This design comes from an exercise in tuning for small area, a short achievable clock period and few clock cycles per item on the open sky130 flow, not from production work.
The RTL was checked by simulation tests, not by an equivalence proof against the original design.
No activity file was given, so power comes from the tool's default toggle rates.

## cpu6502_load_store_core
module cpu6502_load_store_core (
  input  wire           clk_i,
  input  wire           rst_ni,
  input  wire           in_valid_i,
  output logic          in_ready_o,
  input  wire  [1:0]    in_kind_i,
  input  wire  [7:0]    in_read_data_i,
  output logic          out_valid_o,
  input  wire           out_ready_i,
  output logic [15:0]   out_bus_address_o,
  output logic          out_bus_write_o,
  output logic [7:0]    out_write_data_o,
  output logic          out_at_boundary_o,
  output logic [3:0]    out_cycle_count_o,
  output logic          out_illegal_opcode_o,
  output logic [7:0]    out_reg_a_o,
  output logic [7:0]    out_reg_x_o,
  output logic [7:0]    out_reg_y_o,
  output logic [7:0]    out_reg_sp_o,
  output logic [7:0]    out_reg_status_o,
  output logic [15:0]   out_reg_pc_o
);
Settings: LEC_CHECK=0, CAP_MARGIN=20, CORE_MARGIN=2, CORE_UTILIZATION=40, CTS_BUF_LIST=sky130_fd_sc_hd__clkbuf_8 sky130_fd_sc_hd__clkbuf_4, CTS_CLUSTER_DIAMETER=100, CTS_CLUSTER_SIZE=40, GPL_ROUTABILITY_DRIVEN=0, PLACE_DENSITY=0.6, SETUP_SLACK_MARGIN=2.5, SLEW_MARGIN=20, TNS_END_PERCENT=0; clock period 5.0 ns.
standard.sh (not shown) runs the stock make flow with config.mk's settings and CLKGATE_MAP_FILE= SYNTH_SCRIPT=/design/flow/synth_recipe.tcl, a recipe that flattens the netlist after the stock synthesis.
==> flow/flow/run.sh <==
#!/bin/bash
# The standard layout (the standard.sh, all steps), with the input and output port
# buffers made of plain buffers instead of the delay cells buffer_ports picks by default.
# Every tool's output goes to standard.log in this folder.
set -o pipefail
export BUFFER_PORTS_ARGS="-buffer_cell sky130_fd_sc_hd__buf_1"
bash standard.sh > standard.log 2>&1
Testbench counts at the start, summed over its fixed seeds: cycles 32,008, beats 32,000.
Then changed:
==> flow/flow/run.sh (replaced) <==
#!/bin/bash
# The standard layout (the standard.sh), with two changes to how the layout is made:
#  - the input and output port buffers are plain buffers (buf_1) instead of the delay cells
#    buffer_ports picks by default;
#  - after the standard synthesis, the delay cells (clkdlybuf*, dlygate*, dlymetal*) are
#    kept out of the place-and-route steps, so timing repair sizes buffers with real
#    buffers. (Hold is met with a wide margin and needs no delay cells.)
# The synthesis runs first and unchanged. Each run's full output goes to its own log here.
set -o pipefail
export BUFFER_PORTS_ARGS="-buffer_cell sky130_fd_sc_hd__buf_1"
bash standard.sh synth > standard_synth.log 2>&1 || exit 1
export DONT_USE_CELLS="sky130_fd_sc_hd__clkdlybuf4s15_1 sky130_fd_sc_hd__clkdlybuf4s15_2 sky130_fd_sc_hd__clkdlybuf4s18_1 sky130_fd_sc_hd__clkdlybuf4s18_2 sky130_fd_sc_hd__clkdlybuf4s25_1 sky130_fd_sc_hd__clkdlybuf4s25_2 sky130_fd_sc_hd__clkdlybuf4s50_1 sky130_fd_sc_hd__clkdlybuf4s50_2 sky130_fd_sc_hd__dlygate4sd1_1 sky130_fd_sc_hd__dlygate4sd2_1 sky130_fd_sc_hd__dlygate4sd3_1 sky130_fd_sc_hd__dlymetal6s2s_1 sky130_fd_sc_hd__dlymetal6s4s_1 sky130_fd_sc_hd__dlymetal6s6s_1"
bash standard.sh > standard.log 2>&1
--- a/flow/config.mk
+++ b/flow/config.mk
@@ -12,5 +12,4 @@
 export CTS_CLUSTER_DIAMETER = 100
 export CTS_CLUSTER_SIZE = 40
-export GPL_ROUTABILITY_DRIVEN = 0
 export PLACE_DENSITY = 0.6
 export SETUP_SLACK_MARGIN = 2.5
After rerunning: The changed run passed the timing, design-rule and antenna checks; routed wire length came out lower by a few percent; global-route usage came out lower by 0.68 points; setup slack gets worse by 0.054 ns; cell count came out lower slightly; maximum frequency came out lower by a few percent; register-to-register slack stays flat; design area came out lower by a few percent; utilization came out lower by 1.0 points; critical path depth is unchanged; first-iteration DRC count came out lower by roughly a tenth.
Then changed:
==> flow/flow/run.sh (replaced) <==
#!/bin/bash
# The standard layout (the standard.sh, all steps), with the input and output port
# buffers made of plain buffers instead of the delay cells buffer_ports picks by default.
# Every tool's output goes to standard.log in this folder.
set -o pipefail
export BUFFER_PORTS_ARGS="-buffer_cell sky130_fd_sc_hd__buf_1"
bash standard.sh > standard.log 2>&1
--- a/flow/config.mk
+++ b/flow/config.mk
@@ -8,9 +8,9 @@
 export CAP_MARGIN = 20
 export CORE_MARGIN = 2
-export CORE_UTILIZATION = 40
+export CORE_UTILIZATION = 50
 export CTS_BUF_LIST = sky130_fd_sc_hd__clkbuf_8 sky130_fd_sc_hd__clkbuf_4
 export CTS_CLUSTER_DIAMETER = 100
 export CTS_CLUSTER_SIZE = 40
-export PLACE_DENSITY = 0.6
+export PLACE_DENSITY = 0.65
 export SETUP_SLACK_MARGIN = 2.5
 export SLEW_MARGIN = 20
Outcome:
- total power increases by 0.60%
- worst setup slack improved by 0.042 ns
- die area drops by 19%
Then changed:
==> flow/flow/run.sh (replaced) <==
#!/bin/bash
# The standard layout (the standard.sh, all steps), with the input and output port
# buffers made of clkbuf_1 cells instead of the delay cells buffer_ports picks by default.
# Timing repair resizes cells only within their footprint, and the clkbuf footprint holds
# no delay cells, so the port buffers stay plain buffers as they are sized up.
# Every tool's output goes to standard.log in this folder.
set -o pipefail
export BUFFER_PORTS_ARGS="-buffer_cell sky130_fd_sc_hd__clkbuf_1"
bash standard.sh > standard.log 2>&1
--- a/flow/config.mk
+++ b/flow/config.mk
@@ -8,9 +8,9 @@
 export CAP_MARGIN = 20
 export CORE_MARGIN = 2
-export CORE_UTILIZATION = 50
+export CORE_UTILIZATION = 40
 export CTS_BUF_LIST = sky130_fd_sc_hd__clkbuf_8 sky130_fd_sc_hd__clkbuf_4
 export CTS_CLUSTER_DIAMETER = 100
 export CTS_CLUSTER_SIZE = 40
-export PLACE_DENSITY = 0.65
+export PLACE_DENSITY = 0.6
 export SETUP_SLACK_MARGIN = 2.5
 export SLEW_MARGIN = 20
Fmax went down by about 1.8%.
Worst setup slack loses 0.048 ns.
Cell area went down by 1.1%.
Sequential power is about the same.
Clock power went down by about 6%.
Then changed:
==> flow/flow/run.sh (replaced) <==
#!/bin/bash
# The standard layout (the standard.sh, all steps), with the input and output port
# buffers made of plain buffers instead of the delay cells buffer_ports picks by default.
# Every tool's output goes to standard.log in this folder.
set -o pipefail
export BUFFER_PORTS_ARGS="-buffer_cell sky130_fd_sc_hd__buf_1"
bash standard.sh > standard.log 2>&1
=> The changed run produced a clean layout. Via count goes down by 1.2%. Critical path depth goes down by 2. Design area hardly moves. Power goes up by 2.2%.
Then changed:
--- a/flow/config.mk
+++ b/flow/config.mk
@@ -9,7 +9,4 @@
 export CORE_MARGIN = 2
 export CORE_UTILIZATION = 40
-export CTS_BUF_LIST = sky130_fd_sc_hd__clkbuf_8 sky130_fd_sc_hd__clkbuf_4
-export CTS_CLUSTER_DIAMETER = 100
-export CTS_CLUSTER_SIZE = 40
 export PLACE_DENSITY = 0.6
 export SETUP_SLACK_MARGIN = 2.5
The new run ran to the end with no violations.
Maximum frequency climbs by 1.2%.
Die area does not change.
Worst setup slack is better by 0.032 ns.
Register-to-register slack is worse by 0.02 ns.
Sequential share of layout area falls by 1.4 points.
Clock power goes up by 34%.
Hold slack loses 0.0038 ns.
Wire length rises by 2.6%.
Clock skew goes down by 0.0041 ns.
Final cell count goes up by 1.6%.

==> afterwards: timing with drivers on the ports <==
Ports are ideal in the flow. The routed layouts listed here were re-timed in OpenROAD.
Step 1 (the two cells are an assumption about what drives the block):
set clk [get_ports {clk_i}]
set_driving_cell -lib_cell sky130_fd_sc_hd__clkbuf_16 $clk
set_driving_cell -lib_cell sky130_fd_sc_hd__buf_2 [delete_from_list [all_inputs] $clk]
Step 2 also shifts input and output timing later by t, the mid clock arrival at the registers, as if the neighbouring blocks saw the same clock.
a / b / c = ideal ports / drivers / drivers and shift; a / b = the first two.
run	t (ns)	setup slack, ns	worst data-port slew with drivers (ns)
the first run	0.508	2.423 / 2.443 / 1.941	0.04
the second run	0.501	2.369 / 2.389 / 1.888	0.03
the third run	0.506	2.411 / 2.413 / 1.907	0.04
the fourth run	0.506	2.363 / 2.382 / 1.877	0.03
the fifth run	0.501	2.369 / 2.389 / 1.888	0.03
the sixth run	0.477	2.401 / 2.418 / 1.945	0.05
After both steps setup and hold are still met in every run listed. The setup slack of the third run, which loses most, moves by +0.002 ns with the drivers and by -0.504 ns with both steps.
